This is an optimization exercise on Yosys and OpenROAD, whose aim is a short achievable clock period and few clock cycles, not a production implementation. Function was checked by simulation only, so behaviour that the tests miss may differ from the original. Power is estimated from default activity; no workload was simulated.

main:
==> flow/design.v (excerpt) <==
module rv_core #(
  parameter logic [31:0] boot_addr = 32'h0000_1000,
  parameter logic [31:0] trap_addr = 32'h0000_0100,
  parameter int unsigned num_req   = 3,
  parameter int unsigned num_loads = 4
) (
  input  logic        clk_i,
  input  logic        rst_i,
  output logic [31:0] inst_addr_o,
  input  logic [31:0] inst_data_i,
  output logic        inst_valid_o,
  input  logic        inst_ready_i,
  output logic [31:0] data_qaddr_o,
  output logic        data_qwrite_o,
  output logic [31:0] data_qdata_o,
  output logic [3:0]  data_qstrb_o,
  output logic        data_qvalid_o,
  input  logic        data_qready_i,
  input  logic [31:0] data_pdata_i,
  input  logic        data_pvalid_i
);
Size in the first run: ~18,000 cells after synthesis, about 170 I/O pins.
Settings: LEC_CHECK=0, ABC_CLOCK_PERIOD_IN_PS=3500, CAP_MARGIN=40, CORE_MARGIN=2, CORE_UTILIZATION=52, SLEW_MARGIN=40, SYNTH_HIERARCHICAL=1; clock period 12.5 ns.
standard.sh (not shown) runs the stock make flow with config.mk's settings and CLKGATE_MAP_FILE= SYNTH_SCRIPT=/design/flow/synth_recipe.tcl, a recipe that flattens the netlist after the stock synthesis.
==> flow/flow/run.sh <==
#!/bin/bash
# Standard layout, with timing repair aimed well below the design's period.
set -euo pipefail
bash standard.sh SETUP_SLACK_MARGIN=9.0 finish > flow_standard.log 2>&1
Having completed the whole flow, main delivered a layout that passed the timing, design-rule and antenna checks.
Testbench counts of main, summed over its fixed seeds: cycles 63,391.
> inputs changed (main -> the feature branch)
- a change of CAP_MARGIN from 40 to 20
- a change of SLEW_MARGIN from 40 to 20
### Flow results
The feature branch ran in full, but the layout does not pass; the checks complain about capacitance limit, slew limit.
Diff main -> the feature branch | via count | decrease of 680
The lower share of final-layout standard cells stronger than drive strength 1 came out of the feature branch.
Diff the feature branch and main: average routed wire per standard cell higher in main
Die width came out exactly the same in the feature branch and main.

* * *

run A:
rv_core, a different RTL version from the one above (not shown whole).
Size in the first run: about 18000 cells after synthesis, about 0.17 mm^2 of cells after synthesis.
export LEC_CHECK = 0
export ABC_CLOCK_PERIOD_IN_PS = 3500
export CAP_MARGIN = 40
export CORE_MARGIN = 2
export CORE_UTILIZATION = 56
export CTS_CLUSTER_DIAMETER = 80
export CTS_CLUSTER_SIZE = 20
export SLEW_MARGIN = 40
export SYNTH_HIERARCHICAL = 1
create_clock -name core_clock -period 12.5 [get_ports {clk_i}]
Scripts as last shown in full above: flow/flow/run.sh
Every stage of the flow completed for run A, and the final layout passed the timing, design-rule and antenna checks.
Testbench counts of run A, summed over its fixed seeds: cycles 63,503.
Input-level comparison between run B and run A:
- removing CTS_CLUSTER_SIZE (formerly 20)
- removing CTS_CLUSTER_DIAMETER (formerly 80)
-- flow/flow/run.sh --
<<< run A, line 4
bash standard.sh SETUP_SLACK_MARGIN=9.0 finish > flow_standard.log 2>&1
>>> run B, line 4
bash standard.sh SETUP_SLACK_MARGIN=9.3 finish > flow_standard.log 2>&1
Results
- Achievable clock frequency on run B is up relative to run A.
- Run B: share of power burned in registers lower than run A
- Between run A and run B, the clock network fraction of design power is higher for run B.
- Relative to run A, worst setup slack after placement has increased by 0.075 ns in run B.
- [run B vs run A] power density over the cells: higher in run B
- From run A to run B the numbers moved as follows: via density per instance higher, register-to-register slack moved up.
- On least setup slack across all paths after layout, run B does better than run A.
- Taking run A as the reference point, the shortest period the worst path allows of run B falls by 0.037 ns.
- Changes observed in run B relative to run A: core utilization went up; critical path depth went down by 4.
- A slowest cell on the critical path of edfxtp_1 is what run B shows, while dfrtp_1 belongs to run A.
diff inputs: run B => run C
- CORE_UTILIZATION: 56 -> 60
-- flow/flow/run.sh --
<<< run B, line 4
bash standard.sh SETUP_SLACK_MARGIN=9.3 finish > flow_standard.log 2>&1
>>> run C, line 4
bash standard.sh SETUP_SLACK_MARGIN=9.0 finish > flow_standard.log 2>&1
[summary]
Run C: flow completed, timing, DRC and antenna clean. Run C ended up with data_pvalid_i as its worst setup path startpoint; run B ended up with i_fetch.s0_instr_o[6]. Run C ended up with primary input to register as its worst setup path category; run B ended up with register to register. For run C, the endpoint of the worst setup timing path was i_fetch.i_pc_out.q_o[23], unlike run B, where it was i_fetch.pc_q[2]. Summary: post-layout total power, run C better than run B. On final area, run C does better than run B. The run with more setup slack is run B; run C has less. Run C — cell count about 3.7% lower, run B as reference. Summary of run C over run B: non-clock buffering overhead in the final layout went down by 3.2 points; combinational group share of total power now smaller. On hold slack, run C tracks run B almost exactly.
For run D, these inputs were changed with respect to run C:
- CORE_UTILIZATION: 60 -> 56
==> notes.md <==
- Run D against run C: slew of the pin with the lowest slew margin decreased by 0.033 ns relative to the old numbers, switching part of the total ~0 delta, total wire length after detailed routing rose 2.7%, filler-free cell count of the finished design saw an increase, die area has increased.
- Relative to run C, run D improves register-to-register slack.
- Period utilization for run D: 0.27 points down relative to run C
- Design internal power of run D exceeds that of run C slightly.
- Diff run C -> run D | total power | up slightly
- Run C has lower cell area reported after detailed placement than run D.
- Of run D and run C, the run reporting the lower via count was run D.

[separate check: timing with driven ports]
No port has a modelled driver above. Below, the same layouts with a new extraction and two added sets of constraints. Step 1 assumes that a clkbuf_16 drives the clock port and a buf_2 every other input. Step 2 moves the port delays by t, midway between the first and last clock arrival at a register: inputs arrive t later, outputs are due t later. That takes back most of the time a late clock gives input paths. a / b / c = ideal ports / drivers / drivers and shift; a / b = the first two.
| run | t, ns | setup slack, ns | clock arrival spread, ns | worst register clock-pin slew, ns |
|---|---|---|---|---|
| main | 1.099 | 8.460 / 8.375 / 7.460 | 0.092 / 0.091 | 0.07 / 0.07 |
| the feature branch | 1.078 | 8.327 / 8.327 / 7.407 | 0.103 / 0.104 | 0.08 / 0.08 |
| run A | 1.032 | 8.464 / 8.393 / 7.545 | 0.079 / 0.080 | 0.10 / 0.10 |
| run B | 1.059 | 8.501 / 8.410 / 7.563 | 0.096 / 0.096 | 0.07 / 0.07 |
| run C | 1.052 | 8.476 / 8.411 / 7.481 | 0.110 / 0.109 | 0.07 / 0.07 |
| run D | 1.044 | 8.510 / 8.395 / 7.588 | 0.097 / 0.096 | 0.08 / 0.08 |
The setup slack of main, which loses most, moves by -0.085 ns with the drivers and by -1.000 ns with both steps.
